What follows belongs to an exercise in optimizing a design on an open flow for small area; a production flow would make more cautious choices.
Function was checked by simulation only, so behaviour that the tests miss may differ from the original.
Power and IR drop assume default switching activity.

==> inputs of trial 61 <==
==> flow/design.v <==
package ucsbece154b_fetch_queue_pkg;
    localparam int XLEN = 32;
    localparam logic [XLEN-1:0] NOP_INSTR = 32'h00000013;
    typedef struct packed {
        logic [XLEN-1:0] instr;
        logic [XLEN-1:0] pc;
    } fq_entry_t;
    function automatic logic [1:0] retire_request(input logic stall, input logic stall2);
        if (stall) retire_request = 2'd0;
        else if (stall2) retire_request = 2'd1;
        else retire_request = 2'd2;
    endfunction
endpackage
module ucsbece154b_fq_mem #(
    parameter int DEPTH = 8,
    parameter int AW    = $clog2(DEPTH)
) (
    input  logic                  clk,
    input  logic [DEPTH-1:0]      we,
    input  logic [63:0]           wdata_e,
    input  logic [63:0]           wdata_o,
    output logic [DEPTH*64-1:0]   q
);
    logic [63:0] mem [0:DEPTH-1];
    always_ff @(posedge clk) begin
        for (int k = 0; k < DEPTH; k++)
            if (we[k]) mem[k] <= k[0] ? wdata_o : wdata_e;
    end
    always_comb
        for (int k = 0; k < DEPTH; k++)
            q[k*64 +: 64] = mem[k];
endmodule
module ucsbece154b_fq_rd #(
    parameter int DEPTH = 8
) (
    input  logic [DEPTH-1:0]      sel,
    input  logic [DEPTH*64-1:0]   q,
    output logic [63:0]           d
);
    always_comb begin
        d = '0;
        for (int k = 0; k < DEPTH; k++)
            d = d | ({64{sel[k]}} & q[k*64 +: 64]);
    end
endmodule
module ucsbece154b_fetch_queue #(
    parameter int              DEPTH = 8,
    parameter logic [ucsbece154b_fetch_queue_pkg::XLEN-1:0] NOP   = ucsbece154b_fetch_queue_pkg::NOP_INSTR
) (
    input  logic                      clk,
    input  logic                      reset,
    input  logic                      FetchValid_i,
    input  logic                      FetchSingle_i,
    input  logic [ucsbece154b_fetch_queue_pkg::XLEN-1:0]           FetchInstr0_i,
    input  logic [ucsbece154b_fetch_queue_pkg::XLEN-1:0]           FetchInstr1_i,
    input  logic [ucsbece154b_fetch_queue_pkg::XLEN-1:0]           FetchPC_i,
    output logic                      FetchReady_o,
    input  logic                      StallD_i,
    input  logic                      StallD2_i,
    input  logic                      FlushD_i,
    output logic [ucsbece154b_fetch_queue_pkg::XLEN-1:0]           InstrD1_o,
    output logic [ucsbece154b_fetch_queue_pkg::XLEN-1:0]           PCD1_o,
    output logic                      ValidD1_o,
    output logic [ucsbece154b_fetch_queue_pkg::XLEN-1:0]           InstrD2_o,
    output logic [ucsbece154b_fetch_queue_pkg::XLEN-1:0]           PCD2_o,
    output logic                      ValidD2_o,
    output logic [$clog2(DEPTH):0]    Count_o
);
    localparam int AW = $clog2(DEPTH);
    localparam int CW = AW + 1;
    logic [AW-1:0] head, tail, head_p1, tail_p1;
    logic [CW-1:0] count;
    logic          enq, pair;
    logic [1:0]    enq_n, req_n, ret_n;
    logic [DEPTH-1:0] we;
    logic [63:0]   wdata0, wdata1, wdata_e, wdata_o;
    logic [DEPTH*64-1:0] q;
    logic [63:0]   rdata0, rdata1;
    assign head_p1 = head + 1'b1;
    assign tail_p1 = tail + 1'b1;
    assign FetchReady_o = (count <= DEPTH - 2);
    always_comb begin
        enq   = FetchValid_i & FetchReady_o & ~FlushD_i;
        pair  = ~FetchSingle_i;
        enq_n = 2'd0;
        if (enq) enq_n = pair ? 2'd2 : 2'd1;
        req_n = ucsbece154b_fetch_queue_pkg::retire_request(StallD_i, StallD2_i);
        ret_n = (count < {{(CW-2){1'b0}}, req_n}) ? count[1:0] : req_n;
        for (int k = 0; k < DEPTH; k++)
            we[k] = enq & ((tail == k) | (pair & (tail_p1 == k)));
    end
    assign wdata0  = {FetchInstr0_i, FetchPC_i};
    assign wdata1  = {FetchInstr1_i, FetchPC_i[31:2] + 30'd1, FetchPC_i[1:0]};
    assign wdata_e = tail[0] ? wdata1 : wdata0;
    assign wdata_o = tail[0] ? wdata0 : wdata1;
    ucsbece154b_fq_mem #(
        .DEPTH (DEPTH),
        .AW    (AW)
    ) u_mem (
        .clk     (clk),
        .we      (we),
        .wdata_e (wdata_e),
        .wdata_o (wdata_o),
        .q       (q)
    );
    always_ff @(posedge clk or posedge reset) begin
        if (reset) begin
            head  <= '0;
            tail  <= '0;
            count <= '0;
        end else if (FlushD_i) begin
            head  <= '0;
            tail  <= '0;
            count <= '0;
        end else begin
            head  <= head + {{(AW-2){1'b0}}, ret_n};
            tail  <= tail + {{(AW-2){1'b0}}, enq_n};
            count <= count + {{(CW-2){1'b0}}, enq_n} - {{(CW-2){1'b0}}, ret_n};
        end
    end
    assign ValidD1_o = (count != '0);
    assign ValidD2_o = (count >= 2);
    logic [DEPTH-1:0] sel0, sel1;
    always_comb
        for (int k = 0; k < DEPTH; k++) begin
            sel0[k] = ValidD1_o & (head == k);
            sel1[k] = ValidD2_o & (head_p1 == k);
        end
    ucsbece154b_fq_rd #(.DEPTH(DEPTH)) u_rd0 (.sel(sel0), .q(q), .d(rdata0));
    ucsbece154b_fq_rd #(.DEPTH(DEPTH)) u_rd1 (.sel(sel1), .q(q), .d(rdata1));
    assign InstrD1_o = rdata0[63:32] | (ValidD1_o ? '0 : NOP);
    assign PCD1_o    = rdata0[31:0];
    assign InstrD2_o = rdata1[63:32] | (ValidD2_o ? '0 : NOP);
    assign PCD2_o    = rdata1[31:0];
    assign Count_o   = count;
endmodule
==> flow/run.sh <==
#!/bin/bash
# synth_recipe.tcl (not shown) runs the flow's synth.tcl, then flattens the netlist and writes it again
# the make line also repeats each setting of config.mk as NAME=value (left out here)
make -C /OpenROAD-flow-scripts/flow DESIGN_CONFIG=/design/flow/config.mk WORK_HOME=/design/flow/orfs CLKGATE_MAP_FILE= SYNTH_SCRIPT=/design/flow/synth_recipe.tcl finish
==> flow/config.mk <==
export PLATFORM = sky130hd
export DESIGN_NAME = ucsbece154b_fetch_queue
export DESIGN_NICKNAME = ucsbece154b_fetch_queue
export VERILOG_FILES = /design/flow/design.v
export SDC_FILE = /design/flow/constraint.sdc
export NUM_CORES = 4
export LEC_CHECK = 0
export CAP_MARGIN = 20
export CORE_MARGIN = 2
export CORE_UTILIZATION = 65
export SLEW_MARGIN = 20
export SYNTH_HIERARCHICAL = 1
==> flow/constraint.sdc <==
create_clock -name core_clock -period 6.0 [get_ports {clk}]
set_input_delay 1.2000 -clock core_clock [delete_from_list [all_inputs] [get_ports {clk}]]
set_output_delay 1.2000 -clock core_clock [all_outputs]
set_load 0.01 [all_outputs]
==> inputs of build 47, as changes to trial 61 <==
==> flow/design.v, changed modules only <==
module ucsbece154b_fq_mem #(
    parameter int DEPTH = 8,
    parameter int AW    = $clog2(DEPTH)
) (
    input  logic            clk,
    input  logic            we0,
    input  logic [AW-1:0]   waddr0,
    input  logic [2*ucsbece154b_fetch_queue_pkg::XLEN-1:0]       wdata0,
    input  logic            we1,
    input  logic [AW-1:0]   waddr1,
    input  logic [2*ucsbece154b_fetch_queue_pkg::XLEN-1:0]       wdata1,
    input  logic [AW-1:0]   raddr0,
    output logic [2*ucsbece154b_fetch_queue_pkg::XLEN-1:0]       rdata0,
    input  logic [AW-1:0]   raddr1,
    output logic [2*ucsbece154b_fetch_queue_pkg::XLEN-1:0]       rdata1
);
    logic [2*ucsbece154b_fetch_queue_pkg::XLEN-1:0] mem [0:DEPTH-1];
    always_ff @(posedge clk) begin
        if (we0) mem[waddr0] <= wdata0;
        if (we1) mem[waddr1] <= wdata1;
    end
    assign rdata0 = mem[raddr0];
    assign rdata1 = mem[raddr1];
endmodule
module ucsbece154b_fetch_queue #(
    parameter int              DEPTH = 8,
    parameter logic [ucsbece154b_fetch_queue_pkg::XLEN-1:0] NOP   = ucsbece154b_fetch_queue_pkg::NOP_INSTR
) (
    input  logic                      clk,
    input  logic                      reset,
    input  logic                      FetchValid_i,
    input  logic                      FetchSingle_i,
    input  logic [ucsbece154b_fetch_queue_pkg::XLEN-1:0]           FetchInstr0_i,
    input  logic [ucsbece154b_fetch_queue_pkg::XLEN-1:0]           FetchInstr1_i,
    input  logic [ucsbece154b_fetch_queue_pkg::XLEN-1:0]           FetchPC_i,
    output logic                      FetchReady_o,
    input  logic                      StallD_i,
    input  logic                      StallD2_i,
    input  logic                      FlushD_i,
    output logic [ucsbece154b_fetch_queue_pkg::XLEN-1:0]           InstrD1_o,
    output logic [ucsbece154b_fetch_queue_pkg::XLEN-1:0]           PCD1_o,
    output logic                      ValidD1_o,
    output logic [ucsbece154b_fetch_queue_pkg::XLEN-1:0]           InstrD2_o,
    output logic [ucsbece154b_fetch_queue_pkg::XLEN-1:0]           PCD2_o,
    output logic                      ValidD2_o,
    output logic [$clog2(DEPTH):0]    Count_o
);
    localparam int AW = $clog2(DEPTH);
    localparam int CW = AW + 1;
    localparam logic [CW-1:0] READY_MAX = DEPTH - 2;
    logic [AW-1:0] head, tail, head_p1, tail_p1;
    logic [CW-1:0] count;
    logic          enq;
    logic [1:0]    enq_n, req_n, ret_n;
    logic          we0, we1;
    logic [2*ucsbece154b_fetch_queue_pkg::XLEN-1:0] wdata0, wdata1, rdata0, rdata1;
    assign head_p1 = head + {{(AW-1){1'b0}}, 1'b1};
    assign tail_p1 = tail + {{(AW-1){1'b0}}, 1'b1};
    assign FetchReady_o = (count <= READY_MAX);
    always_comb begin
        enq   = FetchValid_i & FetchReady_o;
        enq_n = 2'd0;
        if (enq) enq_n = FetchSingle_i ? 2'd1 : 2'd2;
        req_n = ucsbece154b_fetch_queue_pkg::retire_request(StallD_i, StallD2_i);
        ret_n = (count < {{(CW-2){1'b0}}, req_n}) ? count[1:0] : req_n;
    end
    assign we0    = enq & ~FlushD_i;
    assign we1    = enq & ~FetchSingle_i & ~FlushD_i;
    assign wdata0 = {FetchInstr0_i, FetchPC_i};
    assign wdata1 = {FetchInstr1_i, FetchPC_i + 32'd4};
    ucsbece154b_fq_mem #(
        .DEPTH (DEPTH),
        .AW    (AW)
    ) u_mem (
        .clk    (clk),
        .we0    (we0),
        .waddr0 (tail),
        .wdata0 (wdata0),
        .we1    (we1),
        .waddr1 (tail_p1),
        .wdata1 (wdata1),
        .raddr0 (head),
        .rdata0 (rdata0),
        .raddr1 (head_p1),
        .rdata1 (rdata1)
    );
    always_ff @(posedge clk or posedge reset) begin
        if (reset) begin
            head  <= '0;
            tail  <= '0;
            count <= '0;
        end else if (FlushD_i) begin
            head  <= '0;
            tail  <= '0;
            count <= '0;
        end else begin
            head  <= head + {{(AW-2){1'b0}}, ret_n};
            tail  <= tail + {{(AW-2){1'b0}}, enq_n};
            count <= count + {{(CW-2){1'b0}}, enq_n} - {{(CW-2){1'b0}}, ret_n};
        end
    end
    assign ValidD1_o = (count != '0);
    assign ValidD2_o = (count >= {{(CW-2){1'b0}}, 2'd2});
    assign InstrD1_o = ValidD1_o ? rdata0[63:32] : NOP;
    assign PCD1_o    = ValidD1_o ? rdata0[31:0] : '0;
    assign InstrD2_o = ValidD2_o ? rdata1[63:32] : NOP;
    assign PCD2_o    = ValidD2_o ? rdata1[31:0] : '0;
    assign Count_o   = count;
endmodule
// module ucsbece154b_fq_rd removed
--- a/flow/config.mk
+++ b/flow/config.mk
@@ -7,6 +7,5 @@
 export LEC_CHECK = 0
 export CAP_MARGIN = 20
 export CORE_MARGIN = 2
-export CORE_UTILIZATION = 65
+export CORE_UTILIZATION = 40
 export SLEW_MARGIN = 20
-export SYNTH_HIERARCHICAL = 1
==> inputs of trial 42, as changes to trial 61 <==
==> flow/flow/run.sh (new file) <==
#!/bin/bash
# Standard ORFS layout, with two changes: ports are buffered with the smallest
# buffer (buf_1) instead of the resizer's default choice, and the clock tree is
# built from clkbuf_8 leaf clusters without dummy loads.
set -euo pipefail
export BUFFER_PORTS_ARGS="-buffer_cell sky130_fd_sc_hd__buf_1"
export CTS_ARGS="-sink_clustering_enable -repair_clock_nets -dont_use_dummy_load -buf_list sky130_fd_sc_hd__clkbuf_8 -sink_clustering_size 16 -sink_clustering_max_diameter 60"
bash standard.sh > standard_make.log 2>&1
==> flow/standard.sh (new file) <==
#!/bin/bash
# synth_recipe.tcl (not shown) runs the flow's synth.tcl, then flattens the netlist and writes it again
# the make line also repeats each setting of config.mk as NAME=value (left out here)
make -C /OpenROAD-flow-scripts/flow DESIGN_CONFIG=/design/flow/config.mk WORK_HOME=/design/flow/orfs CLKGATE_MAP_FILE= SYNTH_SCRIPT=/design/flow/synth_recipe.tcl "${@:-finish}"
--- a/flow/config.mk
+++ b/flow/config.mk
@@ -7,6 +7,6 @@
 export LEC_CHECK = 0
 export CAP_MARGIN = 20
 export CORE_MARGIN = 2
-export CORE_UTILIZATION = 65
+export CORE_UTILIZATION = 70
 export SLEW_MARGIN = 20
 export SYNTH_HIERARCHICAL = 1
removed: flow/run.sh
==> inputs of trial 5, as changes to trial 61 <==
==> flow/design.v, changed modules only <==
module ucsbece154b_fq_rd #(
    parameter int DEPTH = 8
) (
    input  logic [DEPTH-1:0]      sel,
    input  logic [DEPTH*64-1:0]   q,
    output logic [63:0]           d
);
    localparam int NG = DEPTH / 3;
    localparam int NR = DEPTH - 3*NG;
    for (genvar b = 0; b < 64; b++) begin : g_bit
        logic [NG-1:0] g;
        logic [NR:0]   r;
        for (genvar j = 0; j < NG; j++) begin : g_grp
            ucsbece154b_fq_aoi #(.N(3)) u_aoi (
                .s   (sel[3*j +: 3]),
                .a   ({q[(3*j+2)*64 + b], q[(3*j+1)*64 + b], q[(3*j)*64 + b]}),
                .y_n (g[j])
            );
        end
        assign r[0] = 1'b0;
        for (genvar i = 0; i < NR; i++) begin : g_rest
            assign r[i+1] = r[i] | (sel[3*NG+i] & q[(3*NG+i)*64 + b]);
        end
        assign d[b] = ~&g | r[NR];
    end
endmodule
module ucsbece154b_fq_aoi #(
    parameter int N = 3
) (
    input  logic [N-1:0] s,
    input  logic [N-1:0] a,
    output logic         y_n
);
    assign y_n = ~|(s & a);
endmodule
module ucsbece154b_fetch_queue #(
    parameter int              DEPTH = 8,
    parameter logic [ucsbece154b_fetch_queue_pkg::XLEN-1:0] NOP   = ucsbece154b_fetch_queue_pkg::NOP_INSTR
) (
    input  logic                      clk,
    input  logic                      reset,
    input  logic                      FetchValid_i,
    input  logic                      FetchSingle_i,
    input  logic [ucsbece154b_fetch_queue_pkg::XLEN-1:0]           FetchInstr0_i,
    input  logic [ucsbece154b_fetch_queue_pkg::XLEN-1:0]           FetchInstr1_i,
    input  logic [ucsbece154b_fetch_queue_pkg::XLEN-1:0]           FetchPC_i,
    output logic                      FetchReady_o,
    input  logic                      StallD_i,
    input  logic                      StallD2_i,
    input  logic                      FlushD_i,
    output logic [ucsbece154b_fetch_queue_pkg::XLEN-1:0]           InstrD1_o,
    output logic [ucsbece154b_fetch_queue_pkg::XLEN-1:0]           PCD1_o,
    output logic                      ValidD1_o,
    output logic [ucsbece154b_fetch_queue_pkg::XLEN-1:0]           InstrD2_o,
    output logic [ucsbece154b_fetch_queue_pkg::XLEN-1:0]           PCD2_o,
    output logic                      ValidD2_o,
    output logic [$clog2(DEPTH):0]    Count_o
);
    localparam int AW = $clog2(DEPTH);
    localparam int CW = AW + 1;
    logic [AW-1:0] head, tail, head_p1, tail_p1;
    logic [CW-1:0] count;
    logic          enq, pair;
    logic [1:0]    enq_n, req_n, ret_n;
    logic [DEPTH-1:0] we;
    logic [63:0]   wdata0, wdata1, wdata_e, wdata_o;
    logic [DEPTH*64-1:0] q;
    logic [63:0]   rdata0, rdata1;
    assign head_p1 = head + 1'b1;
    assign tail    = head + count[AW-1:0];
    assign tail_p1 = tail + 1'b1;
    assign FetchReady_o = (count <= DEPTH - 2);
    always_comb begin
        enq   = FetchValid_i & FetchReady_o & ~FlushD_i;
        pair  = ~FetchSingle_i;
        enq_n = 2'd0;
        if (enq) enq_n = pair ? 2'd2 : 2'd1;
        req_n = ucsbece154b_fetch_queue_pkg::retire_request(StallD_i, StallD2_i);
        ret_n = (count < {{(CW-2){1'b0}}, req_n}) ? count[1:0] : req_n;
        for (int k = 0; k < DEPTH; k++)
            we[k] = enq & ((tail == k) | (pair & (tail_p1 == k)));
    end
    assign wdata0  = {FetchInstr0_i, FetchPC_i};
    assign wdata1  = {FetchInstr1_i, FetchPC_i[31:2] + 30'd1, FetchPC_i[1:0]};
    assign wdata_e = tail[0] ? wdata1 : wdata0;
    assign wdata_o = tail[0] ? wdata0 : wdata1;
    ucsbece154b_fq_mem #(
        .DEPTH (DEPTH),
        .AW    (AW)
    ) u_mem (
        .clk     (clk),
        .we      (we),
        .wdata_e (wdata_e),
        .wdata_o (wdata_o),
        .q       (q)
    );
    always_ff @(posedge clk or posedge reset) begin
        if (reset) begin
            head  <= '0;
            count <= '0;
        end else if (FlushD_i) begin
            head  <= '0;
            count <= '0;
        end else begin
            head  <= head + {{(AW-2){1'b0}}, ret_n};
            count <= count + {{(CW-2){1'b0}}, enq_n} - {{(CW-2){1'b0}}, ret_n};
        end
    end
    assign ValidD1_o = (count != '0);
    assign ValidD2_o = (count >= 2);
    logic [DEPTH-1:0] sel0, sel1;
    always_comb
        for (int k = 0; k < DEPTH; k++) begin
            sel0[k] = ValidD1_o & (head == k);
            sel1[k] = ValidD2_o & (head_p1 == k);
        end
    ucsbece154b_fq_rd #(.DEPTH(DEPTH)) u_rd0 (.sel(sel0), .q(q), .d(rdata0));
    ucsbece154b_fq_rd #(.DEPTH(DEPTH)) u_rd1 (.sel(sel1), .q(q), .d(rdata1));
    assign InstrD1_o = rdata0[63:32] | (ValidD1_o ? '0 : NOP);
    assign PCD1_o    = rdata0[31:0];
    assign InstrD2_o = rdata1[63:32] | (ValidD2_o ? '0 : NOP);
    assign PCD2_o    = rdata1[31:0];
    assign Count_o   = count;
endmodule
==> flow/flow/run.sh (new file) <==
#!/bin/bash
# Standard ORFS layout (standard.sh), with three changes:
#  - ports are buffered with the smallest buffer (buf_1) instead of the
#    resizer's default choice;
#  - the clock tree is built from clkbuf_8 leaf clusters without dummy loads;
#  - after floorplanning, single-load combinational cells are set to drive
#    strength 1 (flow/downsize.tcl); repair steps later size up where needed.
# The make output goes to standard_make.log; ORFS keeps each tool's log under
# orfs/logs/.
set -euo pipefail
export BUFFER_PORTS_ARGS="-buffer_cell sky130_fd_sc_hd__buf_1"
export CTS_ARGS="-sink_clustering_enable -repair_clock_nets -dont_use_dummy_load -buf_list sky130_fd_sc_hd__clkbuf_8 -sink_clustering_size 16 -sink_clustering_max_diameter 60"
export POST_FLOORPLAN_TCL="$(pwd)/flow/downsize.tcl"
bash standard.sh > standard_make.log 2>&1
==> flow/flow/downsize.tcl (new file) <==
# Runs after floorplanning (POST_FLOORPLAN_TCL): a combinational cell that
# synthesis gave a drive strength above 1 but that drives a single input pin
# is swapped for its drive-1 variant. Later repair steps size up again where
# slew, capacitance or timing call for it.
set n 0
foreach inst [get_cells *] {
  set master [get_property $inst ref_name]
  if {![regexp {^(sky130_fd_sc_hd__(a|o|nand|nor|and|or|xor|xnor|mux|inv)[0-9a-z]*)_([0-9]+)$} $master -> base kind drive]} { continue }
  if {$drive <= 1} { continue }
  set small [get_lib_cells -quiet */${base}_1]
  if {$small == ""} { continue }
  set outs [get_pins -quiet -of_objects $inst -filter "direction == output"]
  if {[llength $outs] != 1} { continue }
  set net [get_nets -quiet -of_objects $outs]
  if {$net == ""} { continue }
  set loads [get_pins -quiet -of_objects $net -filter "direction == input"]
  set ports [get_ports -quiet -of_objects $net]
  if {[llength $loads] != 1 || [llength $ports] != 0} { continue }
  replace_cell $inst $small
  incr n
}
puts "downsize.tcl: $n cells set to drive strength 1"
==> flow/standard.sh (new file) <==
#!/bin/bash
# synth_recipe.tcl (not shown) runs the flow's synth.tcl, then flattens the netlist and writes it again
# the make line also repeats each setting of config.mk as NAME=value (left out here)
make -C /OpenROAD-flow-scripts/flow DESIGN_CONFIG=/design/flow/config.mk WORK_HOME=/design/flow/orfs CLKGATE_MAP_FILE= SYNTH_SCRIPT=/design/flow/synth_recipe.tcl "${@:-finish}"
--- a/flow/config.mk
+++ b/flow/config.mk
@@ -7,6 +7,6 @@
 export LEC_CHECK = 0
 export CAP_MARGIN = 20
 export CORE_MARGIN = 2
-export CORE_UTILIZATION = 65
+export CORE_UTILIZATION = 70
 export SLEW_MARGIN = 20
 export SYNTH_HIERARCHICAL = 1
removed: flow/run.sh
==> comparison table <==
| metric | trial 42 | trial 61 | trial 5 | build 47 |
|---|---|---|---|---|
| Filler-free cell count of the finished design | 2279 | 2334 | 2120 | 3444 |
| Tightest slew margin relative to the limit | 0.198 | 0.291 | 0.205 | 0.265 |
| Transition time of the tightest slew-check pin | 1.20 ns | 1.06 ns | 1.18 ns | 1.10 ns |
| Outcome | timing/DRC/antenna clean | timing/DRC/antenna clean | timing/DRC/antenna clean | timing/DRC/antenna clean |
| Startpoint of the most critical hold path | - | tail[2]$_DFF_PP0_ | - | tail[2]$_DFF_PP0_ |
| Data arrival time of the critical path | 4.02 ns | 4.29 ns | 4.06 ns | 3.92 ns |
| Area enclosed by the die boundary | 0.0360 mm^2 | 0.0387 mm^2 | 0.0342 mm^2 | 0.0815 mm^2 |
| Fraction of area in registers | 0.613 | 0.557 | 0.623 | 0.420 |
| Number of ordinary inverters in the final layout | 16 | 16 | 11 | 11 |
| First-pass GRT wire length | 106000 um | 109000 um | 97500 um | 145000 um |
| Met2 Wirelength | 32600 um | 34400 um | 31400 um | 48100 um |
| DR top layer | met5 | met4 | met4 | met5 |
| Async set or reset register ratio after synthesis | 0.0192 | 0.0192 | 0.0135 | 0.0192 |
| Combined buffer and inverter count along the critical path | 4 | 4 | 4 | 3 |
| Static Leak | 7.60 nW | 8.65 nW | 7.62 nW | 11.6 nW |
| Placed insts | 2233 | 2239 | 2078 | 3324 |
| Proportion of cell area occupied by multi-input gates | 0.286 | 0.260 | 0.277 | 0.411 |

==> static timing again, ports no longer ideal <==
How much do the figures lean on ideal ports? The routed layouts below were timed once more, with nothing changed but the port constraints. Step 1 assumes that a clkbuf_16 drives the clock port and a buf_2 every other input. Step 2 times the ports against the registers' clock, not the clock port: input delays grow and output delays shrink by t, the midpoint of the rising clock arrivals with the driver on. a / b / c = no drivers / after step 1 / after step 2; a / b = the first two.
run	t (ns)	setup WS [ns]	worst hold slack (ns)	worst setup path at the end	cell pins on the clock port's net
trial 61	0.648	0.508 / 0.450 / 1.098	0.659 / 0.659 / 0.659	register to output	1
build 47	0.702	0.884 / 0.820 / 1.367	0.791 / 0.791 / 0.791	input to register	1
trial 42	0.644	0.777 / 0.724 / 1.368	0.532 / 0.498 / 0.665	register to output	1
trial 5	0.615	0.742 / 0.689 / 1.304	0.544 / 0.511 / 0.811	register to output	1
After both steps every run listed still meets setup and hold.
